Source: an optimization exercise on an open RTL-to-GDS flow (aim: small area). Production flows keep margins and buffers that such runs may drop.
Function was checked by simulation only, so behaviour that the tests miss may differ from the original.
Power is estimated from default activity; no workload was simulated. No driver is modelled on the clock port, so clocking that relies on it looks cheaper here than on a real chip.

File: design/flow/config.mk
export PLATFORM = sky130hd
export DESIGN_NAME = output_module
export DESIGN_NICKNAME = output_module
export VERILOG_FILES = /design/flow/design.v
export SDC_FILE = /design/flow/constraint.sdc
export NUM_CORES = 4
export LEC_CHECK = 0
export CAP_MARGIN = 35
export CORE_MARGIN = 2
export CORE_UTILIZATION = 35
export SLEW_MARGIN = 35
File: design/flow/constraint.sdc
create_clock -name core_clock -period 7.0 [get_ports {clk}]
set_input_delay 1.4000 -clock core_clock [delete_from_list [all_inputs] [get_ports {clk}]]
set_output_delay 1.4000 -clock core_clock [all_outputs]
set_load 0.01 [all_outputs]
File: design/flow/design.v
module output_module #(
  parameter int ELEM_W = 32,
  parameter int ELEMS  = 16,
  parameter int DEPTH  = 2
) (
  input  logic                      clk,
  input  logic                      rst,
  input  logic [ELEM_W-1:0]         din,
  input  logic                      din_valid,
  output logic                      full,
  output logic [ELEM_W*ELEMS-1:0]   dout,
  output logic                      dout_valid,
  input  logic                      dout_deq,
  output logic [15:0]               blk_cnt
  ,
  input  logic                      flush
);
  localparam int CW = $clog2(ELEMS);
  logic [1:0]    occ_q;                 
  logic [1:0]    rd_q;                  
  logic          wr;                    
  logic [CW-1:0] cnt_q;
  logic [15:0]   blk_cnt_q;
  logic [ELEM_W-1:0] mem_q  [2][ELEMS];
  logic [CW-1:0]     last_q [2];        
  logic acc, complete, push, pop, flush_fire;
  logic [CW-1:0] last_lane;
  assign full       = (occ_q == 2'd2);
  assign dout_valid = (occ_q != 2'd0);
  assign blk_cnt    = blk_cnt_q;
  assign acc      = din_valid && !full;
  assign complete = acc && (cnt_q == CW'(ELEMS - 1));
  assign flush_fire = flush && !full && ((cnt_q != '0) || acc) && !complete;
  assign push      = complete || flush_fire;
  assign pop       = dout_deq && dout_valid;
  assign wr        = rd_q[1] ^ occ_q[0];
  assign last_lane = acc ? cnt_q : cnt_q - CW'(1);
  always_ff @(posedge clk or posedge rst) begin
    if (rst) begin
      occ_q     <= '0;
      rd_q      <= 2'b01;
      cnt_q     <= '0;
      blk_cnt_q <= '0;
    end else begin
      if (push && !pop) occ_q <= occ_q + 2'd1;
      else if (pop && !push) occ_q <= occ_q - 2'd1;
      if (pop) rd_q <= {rd_q[0], rd_q[1]};
      if (push) begin
        cnt_q     <= '0;
        blk_cnt_q <= blk_cnt_q + 16'd1;
      end else if (acc) begin
        cnt_q     <= cnt_q + CW'(1);
      end
    end
  end
  always_ff @(posedge clk) begin
    for (int s = 0; s < 2; s++) begin
      for (int k = 0; k < ELEMS; k++) begin
        if (acc && wr == s[0] && cnt_q == CW'(k)) mem_q[s][k] <= din;
      end
      if (push && wr == s[0]) last_q[s] <= last_lane;
    end
  end
  logic [CW-1:0] head_last;
  assign head_last = rd_q[1] ? last_q[1] : last_q[0];
  always_comb begin
    for (int k = 0; k < ELEMS; k++) begin
      dout[k*ELEM_W +: ELEM_W] = (mem_q[0][k] & {ELEM_W{rd_q[0]}})
                               | (mem_q[1][k] & {ELEM_W{rd_q[1]}})
                               | {ELEM_W{(CW'(k) > head_last)}};
    end
  end
endmodule
File: design/flow/run.sh
#!/bin/bash
# synth_recipe.tcl (not shown) runs the flow's synth.tcl, then flattens the netlist and writes it again
# the make line also repeats each setting of config.mk as NAME=value (left out here)
make -C /OpenROAD-flow-scripts/flow DESIGN_CONFIG=/design/flow/config.mk WORK_HOME=/design/flow/orfs CLKGATE_MAP_FILE= SYNTH_SCRIPT=/design/flow/synth_recipe.tcl finish
==> results of run 1 <==
==> area by class of cell <==
cell class / count / area, um2
Clock buffer: 135 / 2868
Tap cell: 1414 / 1769
Inverter: 8 / 30.03
Sequential cell: 1056 / 31600
Timing Repair Buffer: 628 / 6456
Clock inverter: 64 / 525.5
Antenna cell: 2 / 5.005
Multi-Input combinational cell: 675 / 6471
Fill cell: 9171 / 59280
==> flip-flops by register name, summed over array words and instances, names as in the netlist <==
signal,flops
mem_q,1024
blk_cnt_q,16
last_q,8
cnt_q,4
occ_q,2
rd_q,2
==> Yosys cell counts, types with 5 or more instances <==
| library cell | instances |
|---|---|
| edfxtp_1 | 1032 |
| a221o_1 | 480 |
| clkbuf_1 | 137 |
| a22o_1 | 32 |
| dfrtp_1 | 23 |
| buf_2 | 20 |
| nor2_1 | 19 |
| nand2_1 | 17 |
| xor2_1 | 16 |
| a21oi_1 | 15 |
| and2_1 | 9 |
| buf_1 | 8 |
| nand3_1 | 8 |
| xnor2_1 | 8 |
| and3_1 | 7 |
| ha_1 | 7 |
| inv_1 | 7 |
| nand2b_1 | 7 |
| nor3_1 | 7 |
| a2111oi_2 | 5 |
| mux2_2 | 5 |
==> worst paths after layout <==
| path | startpoint | to | slack (ns) |
|---|---|---|---|
| min in group asynchronous | rst | blk_cnt_q[13] | 1.10 |
| hold reg to reg | blk_cnt_q[15] | blk_cnt_q[15] | 0.48 |
| max in group asynchronous | rst | rd_q[1] | 5.45 |
| setup reg to reg | rd_q[1] | mem_q[20][8] | 3.01 |
| setup / recovery | rd_q[1] | dout[475] | 1.38 |
| hold / removal | blk_cnt_q[15] | blk_cnt_q[15] | 0.48 |
==> power by group through the flow <==
stage | Combinational, mW | Sequential (mW) | Clock, mW
2_1_floorplan | 1.53 | 7.43 | 0
3_3_place_gp | 3.85 | 7.44 | 0
3_5_place_dp | 3.91 | 7.46 | 0
4_1_cts | 3.93 | 7.32 | 5.67
5_1_grt | 4.09 | 7.34 | 5.92
6_report | 3.89 | 7.33 | 5.56
==> cells in the final DEF, fill, tap and decap left out, types with 12 or more instances in the layout <==
cell	Yosys	final
clkinv_1	0	22
a221o_1	480	480
a22o_1	32	32
clkbuf_1	137	24
clkbuf_16	0	111
edfxtp_1	1032	1032
clkinv_2	0	21
nor2_4	0	13
xor2_1	16	16
buf_4	1	53
dfrtp_1	23	22
nand2_1	17	17
clkdlybuf4s50_1	0	534
a21oi_1	15	12
buf_16	0	16
==> worst max-delay path, cell delays in order, from the launching register on <==
cell	delay, ns
dfrtp_4	0.97
nor2b_1	0.21
a32oi_4	0.60
buf_8	0.26
nand2b_2	0.58
a221o_1	0.21
clkdlybuf4s50_1	0.69
==> per-stage QoR <==
stage	setup WS, ns	util	std cells	hold slack [ns]
after floorplan	2.494	-	1905	0.4774
after global placement	1.890	0.4190	3756	0.4676
after detailed placement	1.957	0.4248	3781	0.4633
after CTS	1.199	0.4559	3980	0.4814
after global routing	1.129	0.4561	3980	0.5070
final	1.380	0.4562	3982	0.4845
==> cells by family (layout without fill, tap and decap cells) <==
group | Yosys count | count (layout) | synth area share
fa+ha+maj | 7 | 7 | 0.002275
mux | 6 | 6 | 0.001723
simple gates | 89 | 89 | 0.01206
compound gates | 549 | 549 | 0.1400
buf+inv | 174 | 835 | 0.01772
other cells | 0 | 2 | 0
xor+xnor | 24 | 24 | 0.005461
flops | 1056 | 1056 | 0.8208
==> per-layer routing <==
| metal | wire, um | vias up | GRT usage |
|---|---|---|---|
| li1 | - | 9488 | - |
| met1 | 49190 | 11940 | 0.2805 |
| met2 | 59150 | 1137 | 0.3425 |
| met3 | 11300 | 175 | 0.05602 |
| met4 | 4213 | 4 | 0.07852 |
| met5 | 31 | - | 0 |
==> out/metrics.cfg, run 1 <==
[pwr]
combPwrFrac = 0.232
switching_share = 0.2680
pwr_density_cell_nw_per_um2 = 337.3
p_seq_frac = 0.437
totalPowerFinal_mw = 16.77
clkPwrFrac = 0.331
p_leak_nw = 16.13
p_int_mw = 12.28
peakVddDrop_uv = 206.9
switchingPower_mw = 4.494

[synthesis]
synth_ff_type = edfxtp_1
synth-seq-area-share = 0.8208
synth_area_um2 = 38490
syn_avg_cell_area_um2 = 20.20
syn-num-nets = 1949
synthArstFlopShare = 0.02273
ys_types = 43
yosysTopAreaCell = edfxtp_1
synthTopCellsByArea = edfxtp_1, a221o_1, dfrtp_1
synth_edf_count = 1032
yosys_warnings = 3
synth.top_cell.area_share = 0.8051
syn_inst = 1905
yosys_register_bits = 1056

[clock_tree]
post_cts.repair.setup_buffers = 0
cts_buffer_depth = 3
cts_htree_levels = 3
cts_tree = done
clk_pin_slew_ns = 0.06
hold_buffers = 0
worst_skew_pair.late_latency_ns = 0.69
cts.repair.resized = 0
clock-sinks = 1056
cts-buffers-inserted = 109
cts-root-buf = clkbuf_16

[floorplanning]
die_area_um2 = 112600
pin_count = 567
rows = 121
chipHeight_um = 335.6
start_util = 0.3531
dieWidth_um = 335.6
coreArea_um2 = 109000

[status]
status = no timing/DRC/antenna violations

[grt]
antenna_found_initial = 10
grt_max_degree = 145
grt_pass1_vias = 22320
overflow = 0
grt_pass1_wl_um = 169800
grt.total_usage = 0.2140

[sta]
setup_viol = 0
relSlewSlack = 0.3889
rsz0062_at_grt = no
finalCritPeriodShare = 0.8028
min_period_ns = 5.620
clock_skew_ns = 0.02300
timing.fmax_ghz = 0.1779
slew_violations = 0
hold_viol_final = 0
tns_ns = 0
max_slew.worst_pin.slew_ns = 0.9167

[route]
wirelength_um = 123900
wl_per_cell_um = 31.11
final_antenna_net_count = 0
drtIter0Drc = 2617
vias = 22750
via_per_inst = 5.712
drc = 0
firstDrtPassIters = 5

[setup_path]
worstPathRequired_ns = 5.60
crit_path_end_kind = output pin
criticalPathCategory = reg2out
start_kind = flop
r2r_cells = 7
worstPathArrival_ns = 4.22
worstPathMaxFanout = 64

[worst_hold_path]
min_path_type = reg2reg
whs_path_depth = 1

[flow_run]
maxCapViolCount = 0

[layout]
drive_gt1_frac = 0.1208
final_nets = 2522
area_delta_synth_final_pct = 29.19
final_area_um2 = 49720

[placement]
placed_area_um2 = 46300
port_buffers = 566
gp_congestion = 0.7763
detailed_place_hpwl_um = 71150

==> run 2, diff against run 1 <==
--- a/design/flow/design.v
+++ b/design/flow/design.v
@@ -21,7 +21,7 @@
   logic          wr;                    
   logic [CW-1:0] cnt_q;
   logic [15:0]   blk_cnt_q;
-  logic [ELEM_W-1:0] mem_q  [2][ELEMS];
+  logic [ELEM_W-1:0] mem_n_q [2][ELEMS];  
   logic [CW-1:0]     last_q [2];        
   logic acc, complete, push, pop, flush_fire;
   logic [CW-1:0] last_lane;
@@ -56,7 +56,7 @@
   always_ff @(posedge clk) begin
     for (int s = 0; s < 2; s++) begin
       for (int k = 0; k < ELEMS; k++) begin
-        if (acc && wr == s[0] && cnt_q == CW'(k)) mem_q[s][k] <= din;
+        if (acc && wr == s[0] && cnt_q == CW'(k)) mem_n_q[s][k] <= ~din;
       end
       if (push && wr == s[0]) last_q[s] <= last_lane;
     end
@@ -65,9 +65,9 @@
   assign head_last = rd_q[1] ? last_q[1] : last_q[0];
   always_comb begin
     for (int k = 0; k < ELEMS; k++) begin
-      dout[k*ELEM_W +: ELEM_W] = (mem_q[0][k] & {ELEM_W{rd_q[0]}})
-                               | (mem_q[1][k] & {ELEM_W{rd_q[1]}})
-                               | {ELEM_W{(CW'(k) > head_last)}};
+      dout[k*ELEM_W +: ELEM_W] = ~((mem_n_q[0][k] | {ELEM_W{rd_q[1]}})
+                                 & (mem_n_q[1][k] | {ELEM_W{rd_q[0]}})
+                                 & {ELEM_W{(CW'(k) <= head_last)}});
     end
   end
 endmodule
==> design/flow/flow/run.sh (new file) <==
#!/bin/bash
# Standard ORFS layout with smaller port buffers and a leaner clock tree.
set -euo pipefail
cat >> config.mk <<'EOT'
export BUFFER_PORTS_ARGS = -buffer_cell sky130_fd_sc_hd__buf_1
export CTS_ARGS = -sink_clustering_enable -repair_clock_nets -dont_use_dummy_load -buf_list sky130_fd_sc_hd__clkbuf_8
EOT
bash standard.sh > flow.log 2>&1
==> design/flow/standard.sh (new file) <==
#!/bin/bash
# synth_recipe.tcl (not shown) runs the flow's synth.tcl, then flattens the netlist and writes it again
# the make line also repeats each setting of config.mk as NAME=value (left out here)
make -C /OpenROAD-flow-scripts/flow DESIGN_CONFIG=/design/flow/config.mk WORK_HOME=/design/flow/orfs CLKGATE_MAP_FILE= SYNTH_SCRIPT=/design/flow/synth_recipe.tcl "${@:-finish}"
==> design/flow/config.mk (replaced) <==
export PLATFORM = sky130hd
export DESIGN_NAME = output_module
export DESIGN_NICKNAME = output_module
export VERILOG_FILES = /design/flow/design.v
export SDC_FILE = /design/flow/constraint.sdc
export NUM_CORES = 4
export LEC_CHECK = 0
export CAP_MARGIN = 10
export CORE_MARGIN = 2
export CORE_UTILIZATION = 60
export SLEW_MARGIN = 10
export BUFFER_PORTS_ARGS = -buffer_cell sky130_fd_sc_hd__buf_1
export CTS_ARGS = -sink_clustering_enable -repair_clock_nets -dont_use_dummy_load -buf_list sky130_fd_sc_hd__clkbuf_8
removed: design/flow/run.sh
==> out/metrics.cfg, run 2 <==
[status]
status = no timing/DRC/antenna violations

[setup_path]
cp_common_cell = buf_4
max_stage_delay_ns = 0.90  ; -0.07 ns
r2r_cells = 5  ; -2
start_kind = flop
reg2reg_slack_ns = 2.96  ; -0.05 ns
crit_path_end_kind = output pin
criticalPathCategory = reg2out
worstPathArrival_ns = 4.27  ; +0.05 ns
path_cells = buf_4, a21o_1, buf_4, a31oi_1, o21ai_2, o221ai_1, buf_1
crit_slowest_cell = dfrtp_4
worstPathRequired_ns = 5.60  ; about the same
r2r_end = mem_n_q[5][17]
worstPathMaxFanout = 79  ; +23%
rr_startpoint = rd_q[1]

[sta]
relSlewSlack = 0.2004  ; -0.1885
max_slew.worst_pin.slew_ns = 1.199  ; +0.2825 ns
holdWs_ns = 0.4736  ; -0.01089 ns
setup_viol = 0  ; unchanged
slew_violations = 0  ; unchanged
tns_ns = 0  ; unchanged
rsz0062_at_grt = no
finalCritPeriodShare = 0.8095  ; +0.006669
clock_skew_ns = 0.05591  ; +0.03291 ns
hold_viol_final = 0  ; unchanged
timing.fmax_ghz = 0.1765  ; -0.82%
min_period_ns = 5.666  ; +0.04668 ns

[pwr]
peakVddDrop_uv = 230.4  ; +11%
p_leak_nw = 12.64  ; -22%
pwr_density_cell_nw_per_um2 = 299.2  ; -11%

[grt]
grt_pass1_wl_um = 150300  ; -11%
grt_max_degree = 229  ; +58%
grt_pass1_vias = 21660  ; -3.0%
antenna_found_initial = 9  ; -1
overflow = 0  ; unchanged
grt.total_usage = 0.3289  ; +0.1150

[synthesis]
synth.top_cell.area_share = 0.8195  ; +0.01439
syn_avg_cell_area_um2 = 19.51  ; -3.4%
synthTopCellsByCount = edfxtp_1, o221ai_1, clkbuf_1
synth_edf_count = 1032  ; unchanged
syn-num-nets = 1982  ; +1.7%
yosys_register_bits = 1056  ; unchanged
synth-seq-area-share = 0.8355  ; +0.01467
yosys.cell_count.top_type = edfxtp_1
syn_inst = 1938  ; +1.7%
synthArstFlopShare = 0.02273  ; unchanged
synth_area_um2 = 37810  ; -1.8%
yosys_warnings = 3  ; unchanged
synth_ff_type = edfxtp_1
synthTopCellsByArea = edfxtp_1, o221ai_1, dfrtp_1
ys_types = 41  ; -4.7%
yosysTopAreaCell = edfxtp_1

[worst_hold_path]
worstHoldStart = blk_cnt_q[15]
min_path_type = reg2reg
whs_path_depth = 1  ; unchanged
min_to = blk_cnt_q[15]

[floorplanning]
rows = 92  ; -24%
die_area_um2 = 65050  ; -42%
start_util = 0.6028  ; +0.2497
coreArea_um2 = 62740  ; -42%
chipHeight_um = 255.0  ; -24%
dieWidth_um = 255.0  ; -24%
pin_count = 567  ; unchanged

[route]
wirelength_um = 108700  ; -12%
wl_per_cell_um = 31.93  ; +2.6%
via_per_inst = 6.702  ; +17%
final_antenna_net_count = 0  ; unchanged
firstDrtPassIters = 5  ; unchanged
vias = 22820  ; +0.33%
drc = 0  ; unchanged
drtIter0Drc = 2821  ; +7.8%

[layout]
layout_common_cells = edfxtp_1, buf_1, o221ai_1, clkbuf_8, buf_4
top_register = mem_n_q
top_regs = mem_n_q: 1024 flops, blk_cnt_q: 16 flops, last_q: 8 flops
num-fill-cells = 4264  ; -54%
multi_input_area_um2 = 5647  ; -13%
register_area_um2 = 31600  ; unchanged
area_delta_synth_final_pct = 14.54
final_cells = 3405  ; -14%
final_core_util = 0.6904  ; +0.2342
final_nets = 2603  ; +3.2%
largest_register_ffs = 1024  ; unchanged
drive_gt1_frac = 0.1068  ; -0.01404
final_common_cell = edfxtp_1

[placement]
gp_congestion = 0.8308  ; +7.0%
detailed_place_hpwl_um = 60790  ; -15%
port_buffers = 566  ; unchanged
dp.cells = 3241  ; -14%

[clock_tree]
cts.repair.resized = 0  ; unchanged
post_cts.repair.setup_buffers = 0  ; unchanged
hold_buffers = 0  ; unchanged
cts_tree = done
clock-sinks = 1056  ; unchanged
cts-buffers-inserted = 161  ; +48%
clk_pin_slew_ns = 0.05  ; about the same
cts_buffer_depth = 3  ; unchanged
cts_htree_levels = 4  ; +1
worst_skew_pair.late_latency_ns = 0.80  ; +0.11 ns
cts-root-buf = clkbuf_8

[flow_run]
maxCapViolCount = 0  ; unchanged

==> run 2: cell count changes after synthesis, moves of 10 or more <==
cell,change
nor2_1,+23
o221ai_1,+480
xnor2_1,+10
a221o_1,-480
inv_1,+32
a22o_1,-32
buf_2,-11
o22ai_1,+32
==> run 2: worst max path at each step <==
stage,startpoint,end,slack (ns)
floorplan,din_valid,mem_n_q[10][0],3.46
global placement,rd_q[1],dout[197],2.44
detailed placement,rd_q[1],dout[221],2.20
CTS,rd_q[1],dout[221],1.31
global route,rd_q[1],dout[218],1.05
finish,rd_q[1],dout[204],1.33
==> run 2: logic make-up (layout without fill, tap and decap cells) <==
logic type	after synthesis	in the layout	synth area share
compound gates	534	534	0.1205
xor+xnor	25	25	0.005790
fa+ha+maj	7	7	0.002316
buf+inv	208	827	0.02164
flops	1056	1056	0.8355
mux	6	6	0.001687
other cells	0	2	0
simple gates	102	102	0.01257
==> run 2: per-layer routing <==
layer  wire length (um)  GRT usage  part of all wire
met4               4460     0.1405             0.041
met1              40500     0.4515              0.37
met3              12510     0.1021              0.12
met2              51200     0.4944              0.47
met5                 39          0           0.00036
==> run 2: cell type report <==
type / instances / area share
diodes: 2 / 0.0001156
clock buffers: 161 / 0.05116
inverters: 39 / 0.003380
multi-input cells: 674 / 0.1304
flip-flops and latches: 1056 / 0.7296
well taps: 846 / 0.02444
repair buffers: 627 / 0.06095
==> run 2: power breakdown <==
group          total (mW)  switching (mW)  internal, mW
Clock                4.07            2.04          2.02
Sequential           7.33           0.113          7.22
Combinational        1.56            1.17         0.394
==> run 2: through the flow <==
stage               power, mW  cell area (um2)  setup WS [ns]
global placement        8.979            41060          2.441
floorplan               8.286            37810          3.458
detailed placement      9.014            41060          2.200
finish                  12.96            43310          1.334
global route            13.35            43310          1.049
CTS                     12.99            43280          1.314
==> run 2: critical path, delay by kind of cell (launching register included) <==
family	cells	cell delay, ns
buffers and inverters	3	1.33
AOI/OAI and AO/OA	4	1.17
DFF	1	0.90
==> run 3, diff against run 2 <==
==> design/flow/flow/run.sh (replaced) <==
#!/bin/bash
# Standard ORFS layout with smaller port buffers and a leaner clock tree.
set -euo pipefail
cat >> config.mk <<'EOT'
export BUFFER_PORTS_ARGS = -buffer_cell sky130_fd_sc_hd__buf_1
export CTS_ARGS = -sink_clustering_enable -repair_clock_nets -dont_use_dummy_load -buf_list sky130_fd_sc_hd__clkbuf_4
EOT
bash standard.sh > flow.log 2>&1
==> design/flow/config.mk (replaced) <==
export PLATFORM = sky130hd
export DESIGN_NAME = output_module
export DESIGN_NICKNAME = output_module
export VERILOG_FILES = /design/flow/design.v
export SDC_FILE = /design/flow/constraint.sdc
export NUM_CORES = 4
export LEC_CHECK = 0
export CAP_MARGIN = 10
export CORE_MARGIN = 2
export CORE_UTILIZATION = 70
export SLEW_MARGIN = 10
export BUFFER_PORTS_ARGS = -buffer_cell sky130_fd_sc_hd__buf_1
export CTS_ARGS = -sink_clustering_enable -repair_clock_nets -dont_use_dummy_load -buf_list sky130_fd_sc_hd__clkbuf_4
==> out/metrics.cfg, run 3 <==
[clock_tree]
cts_tree = done
clk_pin_slew_ns = 0.06  ; about the same
cts-buffers-inserted = 240  ; +49%
cts.repair.resized = 0  ; unchanged
hold_buffers = 0  ; unchanged
worst_skew_pair.late_latency_ns = 1.09  ; +0.29 ns
cts_htree_levels = 4  ; unchanged
clock-sinks = 1056  ; unchanged
cts-root-buf = clkbuf_4
post_cts.repair.setup_buffers = 0  ; unchanged
cts_buffer_depth = 3  ; unchanged

[setup_path]
cpLargestDelayFamily = simple AND/OR/NAND/NOR gates
criticalPathCategory = reg2out
cp.depth = 5  ; -2
crit_path_end_kind = output pin
worstPathArrival_ns = 4.50  ; +0.23 ns
cp-startpoint = rd_q[1]
max_stage_delay_ns = 1.11  ; +0.21 ns
path_buf_inv = 1  ; -2
rr_startpoint = rd_q[1]
crit_slowest_cell = dfrtp_4
worstPathMaxFanout = 92  ; +16%
worstPathRequired_ns = 5.60  ; about the same
path_cells = nor2b_1, a21oi_1, nand2_1, o221ai_1, buf_1
start_kind = flop
r2r_cells = 6  ; +1

[floorplanning]
chipHeight_um = 236.4  ; -7.3%
rows = 85  ; -7.6%
pin_count = 567  ; unchanged
die_area_um2 = 55890  ; -14%
dieWidth_um = 236.4  ; -7.3%
coreArea_um2 = 53600  ; -15%
start_util = 0.7055  ; +0.1027

[synthesis]
synth_edf_count = 1032  ; unchanged
ys_types = 41  ; unchanged
syn_inst = 1938  ; unchanged
yosys_register_bits = 1056  ; unchanged
synthTopCellsByCount = edfxtp_1, o221ai_1, clkbuf_1
yosys.cell_count.top_type = edfxtp_1
synth-seq-area-share = 0.8355  ; unchanged
yosys_warnings = 3  ; unchanged
synthTopCellsByArea = edfxtp_1, o221ai_1, dfrtp_1
syn_avg_cell_area_um2 = 19.51  ; unchanged
synthArstFlopShare = 0.02273  ; unchanged
synth_ff_type = edfxtp_1
syn-num-nets = 1982  ; unchanged
synth.top_cell.area_share = 0.8195  ; unchanged
synth_area_um2 = 37810  ; unchanged
yosysTopAreaCell = edfxtp_1

[grt]
overflow = 0  ; unchanged
grt.total_usage = 0.3860  ; +0.05709
grt_max_degree = 210  ; -8.3%
grt_pass1_vias = 22760  ; +5.1%
antenna_found_initial = 4  ; -5
grt_pass1_wl_um = 152200  ; +1.3%

[pwr]
p_int_mw = 9.151  ; -5.0%
peakVddDrop_uv = 198.5  ; -14%
pwr_density_cell_nw_per_um2 = 290.7  ; -2.8%
switching_share = 0.2631  ; +0.006658
combPwrFrac = 0.126  ; +0.006
clkPwrFrac = 0.283  ; -0.031
p_seq_frac = 0.590  ; +0.024
switchingPower_mw = 3.268  ; -1.7%
p_leak_nw = 12.64  ; about the same
totalPowerFinal_mw = 12.42  ; -4.2%

[status]
status = no timing/DRC/antenna violations

[route]
final_antenna_net_count = 0  ; unchanged
drtIter0Drc = 3573  ; +27%
wirelength_um = 107600  ; -1.1%
drc = 0  ; unchanged
wl_per_cell_um = 32.15  ; +0.71%
vias = 23620  ; +3.5%
via_per_inst = 7.061  ; +5.4%
firstDrtPassIters = 6  ; +1

[sta]
slew_violations = 0  ; unchanged
setup_viol = 0  ; unchanged
rsz0062_at_grt = no
relSlewSlack = 0.2162  ; +0.01575
finalCritPeriodShare = 0.8432  ; +0.03367
clock_skew_ns = 0.09595  ; +0.04004 ns
min_period_ns = 5.902  ; +0.2357 ns
hold_viol_final = 0  ; unchanged
max_slew.worst_pin.slew_ns = 1.173  ; -0.02631 ns
timing.fmax_ghz = 0.1694  ; -4.0%
tns_ns = 0  ; unchanged

[worst_hold_path]
min_path_type = reg2reg
worstHoldStart = blk_cnt_q[15]
whs_path_depth = 1  ; unchanged

[placement]
detailed_place_hpwl_um = 61280  ; +0.81%
placed_area_um2 = 40910  ; -0.37%
port_buffers = 566  ; unchanged
gp_congestion = 0.9266  ; +12%

[layout]
final_common_cell = edfxtp_1
final_area_um2 = 42720  ; -1.4%
final_nets = 2693  ; +3.5%
top_regs = mem_n_q: 1024 flops, blk_cnt_q: 16 flops, last_q: 8 flops
top_register = mem_n_q
area_delta_synth_final_pct = 12.97
layout_common_cells = edfxtp_1, buf_1, o221ai_1, clkbuf_4, buf_4
largest_register_ffs = 1024  ; unchanged
num-fill-cells = 2930  ; -31%
drive_gt1_frac = 0.1371  ; +0.03037

[flow_run]
maxCapViolCount = 0  ; unchanged

run 3: power by group through the flow:
| stage | combinational (mW) | sequential, mW | clock (mW) |
|---|---|---|---|
| 2_1_floorplan | 0.865 | 7.42 | 0 |
| 3_3_place_gp | 1.51 | 7.45 | 0 |
| 3_5_place_dp | 1.54 | 7.46 | 0 |
| 4_1_cts | 1.55 | 7.33 | 3.57 |
| 5_1_grt | 1.64 | 7.34 | 3.88 |
| 6_report | 1.57 | 7.33 | 3.52 |
run 3: final timing paths:
| kind | end | slack, ns |
|---|---|---|
| min reg2reg | blk_cnt_q[15] | 0.50 |
| min | blk_cnt_q[15] | 0.50 |
| max | dout[92] | 1.10 |
| max reg2reg | mem_n_q[5][17] | 2.11 |
| min in group asynchronous | blk_cnt_q[3] | 0.53 |
| max in group asynchronous | rd_q[1] | 5.67 |
run 3: final cells by class:
cell class,instances,area [um2],share of cell area
Antenna cell,2,5.005,0.0001172
Inverter,39,146.4,0.003427
Tap cell,696,870.8,0.02039
Timing Repair Buffer,638,2715,0.06356
Multi-Input combinational cell,674,5579,0.1306
Clock buffer,240,1802,0.04218
Sequential cell,1056,31600,0.7397
run 3: layer usage:
layer / track usage / vias up / share of wire
met5: 0 / - / 0.00015
met4: 0.1772 / 2 / 0.043
met3: 0.1328 / 254 / 0.15
met2: 0.5696 / 1897 / 0.47
met1: 0.5307 / 11710 / 0.34
li1: - / 9755 / -
run 3: metrics by stage:
stage | util | hold slack (ns) | std cells | worst slack, ns
final | 0.7969 | 0.4989 | 3345 | 1.098
after global routing | 0.7969 | 0.5092 | 3344 | 0.7798
after global placement | 0.7632 | 0.4680 | 3103 | 2.343
after floorplan | - | 0.4948 | 1938 | 3.458
after detailed placement | 0.7632 | 0.4859 | 3103 | 2.208
after CTS | 0.7968 | 0.4636 | 3343 | 1.090
run 3: cells by family (layout without fill, tap and decap cells):
kind of cell,Yosys count,in the layout,synth area share
other cells,0,2,0
compound gates,534,534,0.1205
simple gates,102,102,0.01257
xor+xnor,25,25,0.005790
buf+inv,208,917,0.02164
fa+ha+maj,7,7,0.002316
flops,1056,1056,0.8355
mux,6,6,0.001687
==> run 4, diff against run 3 <==
==> design/flow/flow/run.sh (replaced) <==
#!/bin/bash
# Standard ORFS layout with smaller port buffers and a leaner clock tree.
set -euo pipefail
cat >> config.mk <<'EOT'
export BUFFER_PORTS_ARGS = -buffer_cell sky130_fd_sc_hd__buf_1
export CTS_ARGS = -sink_clustering_enable -repair_clock_nets -dont_use_dummy_load -buf_list sky130_fd_sc_hd__clkbuf_16 -sink_clustering_size 30 -sink_clustering_max_diameter 120
EOT
bash standard.sh > flow.log 2>&1
--- a/design/flow/config.mk
+++ b/design/flow/config.mk
@@ -10,4 +10,4 @@
 export CORE_UTILIZATION = 70
 export SLEW_MARGIN = 10
 export BUFFER_PORTS_ARGS = -buffer_cell sky130_fd_sc_hd__buf_1
-export CTS_ARGS = -sink_clustering_enable -repair_clock_nets -dont_use_dummy_load -buf_list sky130_fd_sc_hd__clkbuf_4
+export CTS_ARGS = -sink_clustering_enable -repair_clock_nets -dont_use_dummy_load -buf_list sky130_fd_sc_hd__clkbuf_16 -sink_clustering_size 30 -sink_clustering_max_diameter 120
==> out/metrics.cfg, run 4 <==
[status]
status = no timing/DRC/antenna violations

[grt]
overflow = 0  ; unchanged
grt_max_degree = 210  ; unchanged
grt.total_usage = 0.3753  ; -0.01071
antenna_found_initial = 2  ; -2
grt_pass1_wl_um = 148700  ; -2.3%
grt_pass1_vias = 21220  ; -6.8%

[clock_tree]
cts-buffers-inserted = 41  ; -83%
cts_htree_levels = 2  ; -2
cts_tree = done
cts_buffer_depth = 3  ; unchanged
clock-sinks = 1056  ; unchanged
clk_pin_slew_ns = 0.11  ; +0.05 ns
cts.repair.resized = 0  ; unchanged
hold_buffers = 0  ; unchanged
worst_skew_pair.late_latency_ns = 0.62  ; -0.47 ns
post_cts.repair.setup_buffers = 0  ; unchanged
cts-root-buf = clkbuf_16

[sta]
tns_ns = 0  ; unchanged
finalCritPeriodShare = 0.8067  ; -0.03651
rsz0062_at_grt = no
max_slew.worst_pin.slew_ns = 1.234  ; +0.06146 ns
slew_violations = 0  ; unchanged
timing.fmax_ghz = 0.1771  ; +4.5%
min_period_ns = 5.647  ; -0.2556 ns
hold_viol_final = 0  ; unchanged
setup_viol = 0  ; unchanged
relSlewSlack = 0.1771  ; -0.03908
clock_skew_ns = 0.05888  ; -0.03707 ns

[synthesis]
synthTopCellsByArea = edfxtp_1, o221ai_1, dfrtp_1
yosys_warnings = 3  ; unchanged
synth_mux_area_frac = 0.001688  ; unchanged
synth_ff_type = edfxtp_1
synth_edf_count = 1032  ; unchanged
synth_area_um2 = 37810  ; unchanged
synth-xor-area-share = 0.005790  ; unchanged
synthAdderAreaFrac = 0.002316  ; unchanged
synth-seq-area-share = 0.8355  ; unchanged
yosysTopAreaCell = edfxtp_1
yosys.area_share.simple = 0.01257  ; unchanged
synth.top_cell.area_share = 0.8195  ; unchanged
yosys.cell_count.top_type = edfxtp_1
syn_inst = 1938  ; unchanged
ys_types = 41  ; unchanged
yosys_register_bits = 1056  ; unchanged
synth_top_family_by_area = compound AO/OA/AOI/OAI gates
synthTopCellsByCount = edfxtp_1, o221ai_1, clkbuf_1
syn_avg_cell_area_um2 = 19.51  ; unchanged
synth-compound-area-share = 0.1205  ; unchanged
synthArstFlopShare = 0.02273  ; unchanged
syn-num-nets = 1982  ; unchanged

[setup_path]
max_stage_delay_ns = 1.11  ; about the same
rr_startpoint = rd_q[1]
reg2reg_slack_ns = 1.95  ; -0.16 ns
start_kind = flop
worstPathRequired_ns = 5.60  ; about the same
r2r_cells = 6  ; unchanged
criticalPathCategory = reg2out
crit_end = dout[507]
cp-startpoint = rd_q[1]
r2r_end = mem_n_q[5][15]
crit_path_end_kind = output pin
worstPathMaxFanout = 209  ; +130%
path_cells = buf_12, buf_4, o221ai_1, buf_1
worstPathArrival_ns = 4.25  ; -0.25 ns
crit_slowest_cell = dfrtp_4

[route]
vias = 22770  ; -3.6%
wl_per_cell_um = 33.62  ; +4.6%
via_per_inst = 7.241  ; +2.6%
drc = 0  ; unchanged
drtIter0Drc = 3601  ; +0.78%
wirelength_um = 105700  ; -1.7%
firstDrtPassIters = 6  ; unchanged
final_antenna_net_count = 0  ; unchanged

[flow_run]
maxCapViolCount = 0  ; unchanged

[layout]
area_delta_synth_final_pct = 10.90
top_register = mem_n_q
top_regs = mem_n_q: 1024 flops, blk_cnt_q: 16 flops, last_q: 8 flops
final_area_um2 = 41940  ; -1.8%
final_common_cell = edfxtp_1
largest_register_ffs = 1024  ; unchanged
final_nets = 2494  ; -7.4%
layout_common_cells = edfxtp_1, buf_1, o221ai_1, buf_4, clkbuf_16
num_antenna_cells = 0  ; -2
drive_gt1_frac = 0.06699  ; -0.07014

[placement]
port_buffers = 566  ; unchanged
gp_congestion = 0.9266  ; unchanged
detailed_place_hpwl_um = 61280  ; unchanged
placed_area_um2 = 40910  ; unchanged

[pwr]
pwr_density_cell_nw_per_um2 = 278.1  ; -4.3%
p_leak_nw = 12.05  ; -4.7%
peakVddDrop_uv = 258.7  ; +30%

[floorplanning]
dieWidth_um = 236.4  ; unchanged
rows = 85  ; unchanged
start_util = 0.7055  ; unchanged
chipHeight_um = 236.4  ; unchanged
pin_count = 567  ; unchanged
die_area_um2 = 55890  ; unchanged
coreArea_um2 = 53600  ; unchanged

[worst_hold_path]
whs_path_depth = 1  ; unchanged
min_path_type = reg2reg
worstHoldStart = blk_cnt_q[11]

==> run 4: report_power, final <==
group	switching, mW	leakage [nW]	internal (mW)
logic	1.17	1.93	0.396
clock network	1.72	0.505	1.06
registers	0.119	9.61	7.20
total	3.01	12.0	8.66
==> run 4: logic make-up after synthesis <==
family / after synthesis
buf+inv: 208
flops: 1056
mux: 6
simple gates: 102
fa+ha+maj: 7
compound gates: 534
xor+xnor: 25
==> run 4: how the worst min path moves through the flow <==
stage	slack, ns	end
floorplan	0.49	occ_q[1]
global placement	0.47	blk_cnt_q[15]
detailed placement	0.49	blk_cnt_q[15]
CTS	0.50	blk_cnt_q[11]
global route	0.52	blk_cnt_q[15]
finish	0.51	blk_cnt_q[11]
==> run 4: through the flow <==
step,hold slack [ns],util,std cells,power (mW),worst slack (ns)
after floorplan,0.4948,-,1938,8.286,3.458
after global placement,0.4680,0.7632,3103,8.961,2.343
after detailed placement,0.4859,0.7632,3103,8.997,2.208
after CTS,0.5038,0.7824,3144,11.64,1.534
after global routing,0.5159,0.7824,3144,11.97,1.214
final,0.5052,0.7824,3144,11.66,1.353
==> run 4: metal layers <==
metal	GRT usage	up-vias	wire length, um
li1	-	9278	-
met1	0.5308	11540	36650
met2	0.5718	1712	49860
met3	0.1020	234	14620
met4	0.1456	2	4556
met5	0	-	10
==> run 4: area by class of cell <==
cell class,count,area (um2)
timing repair buffer,638,2715
clock buffer,41,1026
sequential,1056,31600
multi-input combinational,674,5579
inverter,39,146.4
fill,2943,11660
tap,696,870.8
==> run 4: worst max-delay path, delay by kind of cell (launching register included) <==
kind	cells	cell delay, ns
buf+inv	3	1.65
flops	1	1.11
compound gates	1	0.33
==> run 5, diff against run 4 <==
--- a/design/flow/config.mk
+++ b/design/flow/config.mk
@@ -7,7 +7,7 @@
 export LEC_CHECK = 0
 export CAP_MARGIN = 10
 export CORE_MARGIN = 2
-export CORE_UTILIZATION = 70
+export CORE_UTILIZATION = 88
 export SLEW_MARGIN = 10
 export BUFFER_PORTS_ARGS = -buffer_cell sky130_fd_sc_hd__buf_1
 export CTS_ARGS = -sink_clustering_enable -repair_clock_nets -dont_use_dummy_load -buf_list sky130_fd_sc_hd__clkbuf_16 -sink_clustering_size 30 -sink_clustering_max_diameter 120
==> out/metrics.cfg, run 5 <==
[synthesis]
yosys_register_bits = 1056  ; unchanged
synth_edf_count = 1032  ; unchanged
synth_area_um2 = 37810  ; unchanged
syn-num-nets = 1982  ; unchanged
synth_ff_type = edfxtp_1
synth-seq-area-share = 0.8355  ; unchanged
synthArstFlopShare = 0.02273  ; unchanged
synthTopCellsByArea = edfxtp_1, o221ai_1, dfrtp_1
synthTopCellsByCount = edfxtp_1, o221ai_1, clkbuf_1
yosys.cell_count.top_type = edfxtp_1
syn_inst = 1938  ; unchanged
ys_types = 41  ; unchanged
yosysTopAreaCell = edfxtp_1
syn_avg_cell_area_um2 = 19.51  ; unchanged
yosys_warnings = 3  ; unchanged
synth.top_cell.area_share = 0.8195  ; unchanged

[floorplanning]
start_util = 0.8975  ; +0.1920
rows = 75  ; -12%
dieWidth_um = 211.3  ; -11%
pin_count = 567  ; unchanged
chipHeight_um = 211.3  ; -11%

[status]
status = stopped before the end
firstError = [ERROR DPL-0033] detailed placement checks failed during check placement.
lastStage = clock tree synthesis

[placement]
port_buffers = 566  ; unchanged
gp_congestion = 0.9255  ; -0.12%
detailed_place_hpwl_um = 70350  ; +15%
pre_cts_slack_ns = 1.739  ; -0.4682 ns
dp.cells = 2953  ; -4.8%

[clock_tree]
cts-buffers-inserted = 41  ; unchanged
cts_htree_levels = 2  ; unchanged
post_cts.repair.setup_buffers = 0  ; unchanged
hold_buffers = 0  ; unchanged
clock-sinks = 1056  ; unchanged
cts_buffer_depth = 3  ; unchanged
cts-root-buf = clkbuf_16
cts.repair.resized = 0  ; unchanged

## run 5: cell counts after synthesis
Identical to the previous run, type by type.
## run 5: how the worst max path moves through the flow
stage                         start        endpoint  slack, ns  cells past startpoint
after floorplan           din_valid  mem_n_q[10][0]       3.46                      3
after global placement      rd_q[1]       dout[160]       2.20                      5
after detailed placement    rd_q[1]       dout[176]       1.74                      5
## run 5: kinds of logic after synthesis
family | after synthesis | synth area share
XOR/XNOR | 25 | 0.005790
flip-flops | 1056 | 0.8355
AO/OA/AOI/OAI | 534 | 0.1205
AND/OR/NAND/NOR | 102 | 0.01257
adder cells (fa/ha/maj) | 7 | 0.002316
buffers and inverters | 208 | 0.02164
multiplexers | 6 | 0.001687
## run 5: power by group through the flow
stage	Combinational [mW]	Sequential [mW]	Clock, mW
3_5_place_dp	1.56	7.48	0
3_3_place_gp	1.45	7.44	0
2_1_floorplan	0.865	7.42	0
## run 5: metrics by stage
stage / power [mW] / area, um2
global placement: 8.888 / 40700
detailed placement: 9.037 / 40700
floorplan: 8.286 / 37810
==> run 6, diff against run 5 <==
==> design/flow/flow/run.sh (replaced) <==
#!/bin/bash
# Standard ORFS layout with smaller port buffers and a leaner clock tree.
set -euo pipefail
cat >> config.mk <<'EOT'
export BUFFER_PORTS_ARGS = -buffer_cell sky130_fd_sc_hd__buf_1
export CTS_ARGS = -sink_clustering_enable -repair_clock_nets -dont_use_dummy_load -buf_list sky130_fd_sc_hd__clkbuf_16 -sink_clustering_size 22 -sink_clustering_max_diameter 100
EOT
bash standard.sh > flow.log 2>&1
==> design/flow/config.mk (replaced) <==
export PLATFORM = sky130hd
export DESIGN_NAME = output_module
export DESIGN_NICKNAME = output_module
export VERILOG_FILES = /design/flow/design.v
export SDC_FILE = /design/flow/constraint.sdc
export NUM_CORES = 4
export LEC_CHECK = 0
export CAP_MARGIN = 10
export CORE_MARGIN = 2
export CORE_UTILIZATION = 70
export SLEW_MARGIN = 10
export BUFFER_PORTS_ARGS = -buffer_cell sky130_fd_sc_hd__buf_1
export CTS_ARGS = -sink_clustering_enable -repair_clock_nets -dont_use_dummy_load -buf_list sky130_fd_sc_hd__clkbuf_16 -sink_clustering_size 22 -sink_clustering_max_diameter 100
==> out/metrics.cfg, run 6 <==
[status]
status = no timing/DRC/antenna violations

[clock_tree]
cts-buffers-inserted = 53  ; +29%
worst_skew_pair.late_latency_ns = 0.64
clk_pin_slew_ns = 0.08
cts_buffer_depth = 3  ; unchanged
cts.repair.resized = 0  ; unchanged
hold_buffers = 0  ; unchanged
post_cts.repair.setup_buffers = 0  ; unchanged
cts_htree_levels = 2  ; unchanged
clock-sinks = 1056  ; unchanged
cts-root-buf = clkbuf_16
cts_tree = done

[placement]
dp.cells = 3103  ; +5.1%
gp_congestion = 0.9266  ; +0.12%
port_buffers = 566  ; unchanged
detailed_place_hpwl_um = 61280  ; -13%

[synthesis]
synth_edf_count = 1032  ; unchanged
yosys_warnings = 3  ; unchanged
synthTopCellsByCount = edfxtp_1, o221ai_1, clkbuf_1
syn_avg_cell_area_um2 = 19.51  ; unchanged
synth_area_um2 = 37810  ; unchanged
yosys.area_share.simple = 0.01257  ; unchanged
synth_mux_area_frac = 0.001688  ; unchanged
synthTopCellsByArea = edfxtp_1, o221ai_1, dfrtp_1
synthAdderAreaFrac = 0.002316  ; unchanged
synth_ff_type = edfxtp_1
synth-compound-area-share = 0.1205  ; unchanged
synthArstFlopShare = 0.02273  ; unchanged
synth-xor-area-share = 0.005790  ; unchanged
synth-seq-area-share = 0.8355  ; unchanged
yosys_register_bits = 1056  ; unchanged
ys_types = 41  ; unchanged
yosysTopAreaCell = edfxtp_1
synth.top_cell.area_share = 0.8195  ; unchanged
syn_inst = 1938  ; unchanged
synth_top_family_by_area = compound AO/OA/AOI/OAI gates
syn-num-nets = 1982  ; unchanged
yosys.cell_count.top_type = edfxtp_1

[setup_path]
worstPathArrival_ns = 4.16
criticalPathCategory = reg2out
crit_path_end_kind = output pin
cp-startpoint = rd_q[1]
start_kind = flop
worstPathMaxFanout = 209
rr_startpoint = rd_q[1]
worstPathRequired_ns = 5.60

[layout]
final_core_util = 0.7880
area_delta_synth_final_pct = 11.70
drive_gt1_frac = 0.07154
num-fill-cells = 2902
final_cells = 3156
layout_common_cells = edfxtp_1, buf_1, o221ai_1, buf_4, clkbuf_16
top_regs = mem_n_q: 1024 flops, blk_cnt_q: 16 flops, last_q: 8 flops
largest_register_ffs = 1024
top_register = mem_n_q
final_common_cell = edfxtp_1
final_nets = 2506
num_antenna_cells = 0

[floorplanning]
die_area_um2 = 55890
chipHeight_um = 236.4  ; +12%
start_util = 0.7055  ; -0.1920
pin_count = 567  ; unchanged
rows = 85  ; +13%
coreArea_um2 = 53600
dieWidth_um = 236.4  ; +12%

[route]
drtIter0Drc = 3533
final_antenna_net_count = 0
firstDrtPassIters = 6
wirelength_um = 106000
wl_per_cell_um = 33.58
via_per_inst = 7.235
vias = 22830
drc = 0

[sta]
finalCritPeriodShare = 0.7938
min_period_ns = 5.556
holdWs_ns = 0.4987
relSlewSlack = 0.2317
hold_viol_final = 0
clock_skew_ns = 0.01732
slew_violations = 0
setup_viol = 0
timing.fmax_ghz = 0.1800
max_slew.worst_pin.slew_ns = 1.150
tns_ns = 0
rsz0062_at_grt = no

[worst_hold_path]
worstHoldStart = blk_cnt_q[15]
min_path_type = reg2reg

[flow_run]
maxCapViolCount = 0

[grt]
grt_pass1_wl_um = 149300
grt_pass1_vias = 21380
overflow = 0
grt.total_usage = 0.3765
antenna_found_initial = 5
grt_max_degree = 210

[pwr]
pwr_density_cell_nw_per_um2 = 284.6
p_leak_nw = 12.19
peakVddDrop_uv = 272.9

[run 6: cell counts after synthesis]
No cell type changed its count.
[run 6: through the flow]
stage	instance area, um2	worst slack, ns	total power [mW]
floorplan	37810	3.458	8.286
global placement	40910	2.343	8.961
detailed placement	40910	2.208	8.997
CTS	42240	1.505	12.00
global route	42240	1.232	12.33
finish	42240	1.444	12.02
[run 6: path summary, 6_finish.rpt]
kind,endpoint,slack (ns),depth (start not counted)
max,dout[112],1.44,4
min,blk_cnt_q[15],0.50,1
max reg2reg,mem_n_q[5][20],2.05,6
min reg2reg,blk_cnt_q[15],0.50,1
max in group asynchronous,rd_q[1],5.32,2
min in group asynchronous,blk_cnt_q[3],0.96,2
[run 6: final cells by class]
type	count	area (um2)	area share
clock buffer	53	1326	0.03140
inverter	39	146.4	0.003466
multi-input combinational	674	5579	0.1321
sequential	1056	31600	0.7481
tap	696	870.8	0.02062
timing repair buffer	638	2715	0.06428
[run 6: where the power goes]
part	internal [mW]	leakage, nW	switching [mW]
logic	0.397	1.93	1.17
registers	7.20	9.61	0.118
clock network	1.35	0.653	1.79
[run 6: logic make-up (layout without fill, tap and decap cells)]
kind of cell | count (synthesis) | after routing
buffers and inverters | 208 | 730
muxes | 6 | 6
AOI/OAI and AO/OA | 534 | 534
DFF | 1056 | 1056
xor gates and xnor gates | 25 | 25
and+or+nand+nor | 102 | 102
adders and majority gates | 7 | 7
[run 6: per-layer routing]
metal,up-vias,global-route usage,wire length [um]
met5,-,0,26
met4,4,0.1536,4881
met1,11430,0.5369,36230
li1,9307,-,-
met3,262,0.09491,15280
met2,1828,0.5713,49550
[run 6: critical path: stages (launching register included)]
cell and delay, ns:
dfrtp_4 1.10, buf_12 0.70, buf_4 0.86, o221ai_1 0.30, buf_1 0.21

what the ideal ports hide:
Ports are ideal in the flow. The routed layouts listed here were re-timed in OpenROAD.
Step 1: set_driving_cell puts a clkbuf_16 on clk and a buf_2 on each other input, an assumption about the parent block.
Step 2 moves the port delays by t, midway between the first and last clock arrival at a register: inputs arrive t later, outputs are due t later. That takes back most of the time a late clock gives input paths.
a / b / c = ideal ports / drivers / drivers and shift; a / b = the first two.
| run | shift t [ns] | setup slack, ns | worst hold slack (ns) | slew at the worst register clock pin (ns) |
|---|---|---|---|---|
| run 1 | 0.754 | 1.380 / 1.309 / 2.062 | 0.485 / 0.485 / 0.485 | 0.07 / 0.07 |
| run 2 | 0.828 | 1.334 / 1.277 / 2.104 | 0.474 / 0.474 / 0.474 | 0.06 / 0.06 |
| run 3 | 1.100 | 1.098 / 1.039 / 2.114 | 0.499 / 0.499 / 0.499 | 0.07 / 0.07 |
| run 4 | 0.659 | 1.353 / 1.293 / 1.951 | 0.505 / 0.505 / 0.505 | 0.11 / 0.11 |
| run 6 | 0.691 | 1.444 / 1.382 / 2.052 | 0.499 / 0.499 / 0.499 | 0.09 / 0.09 |
After both steps every run listed still meets setup and hold.
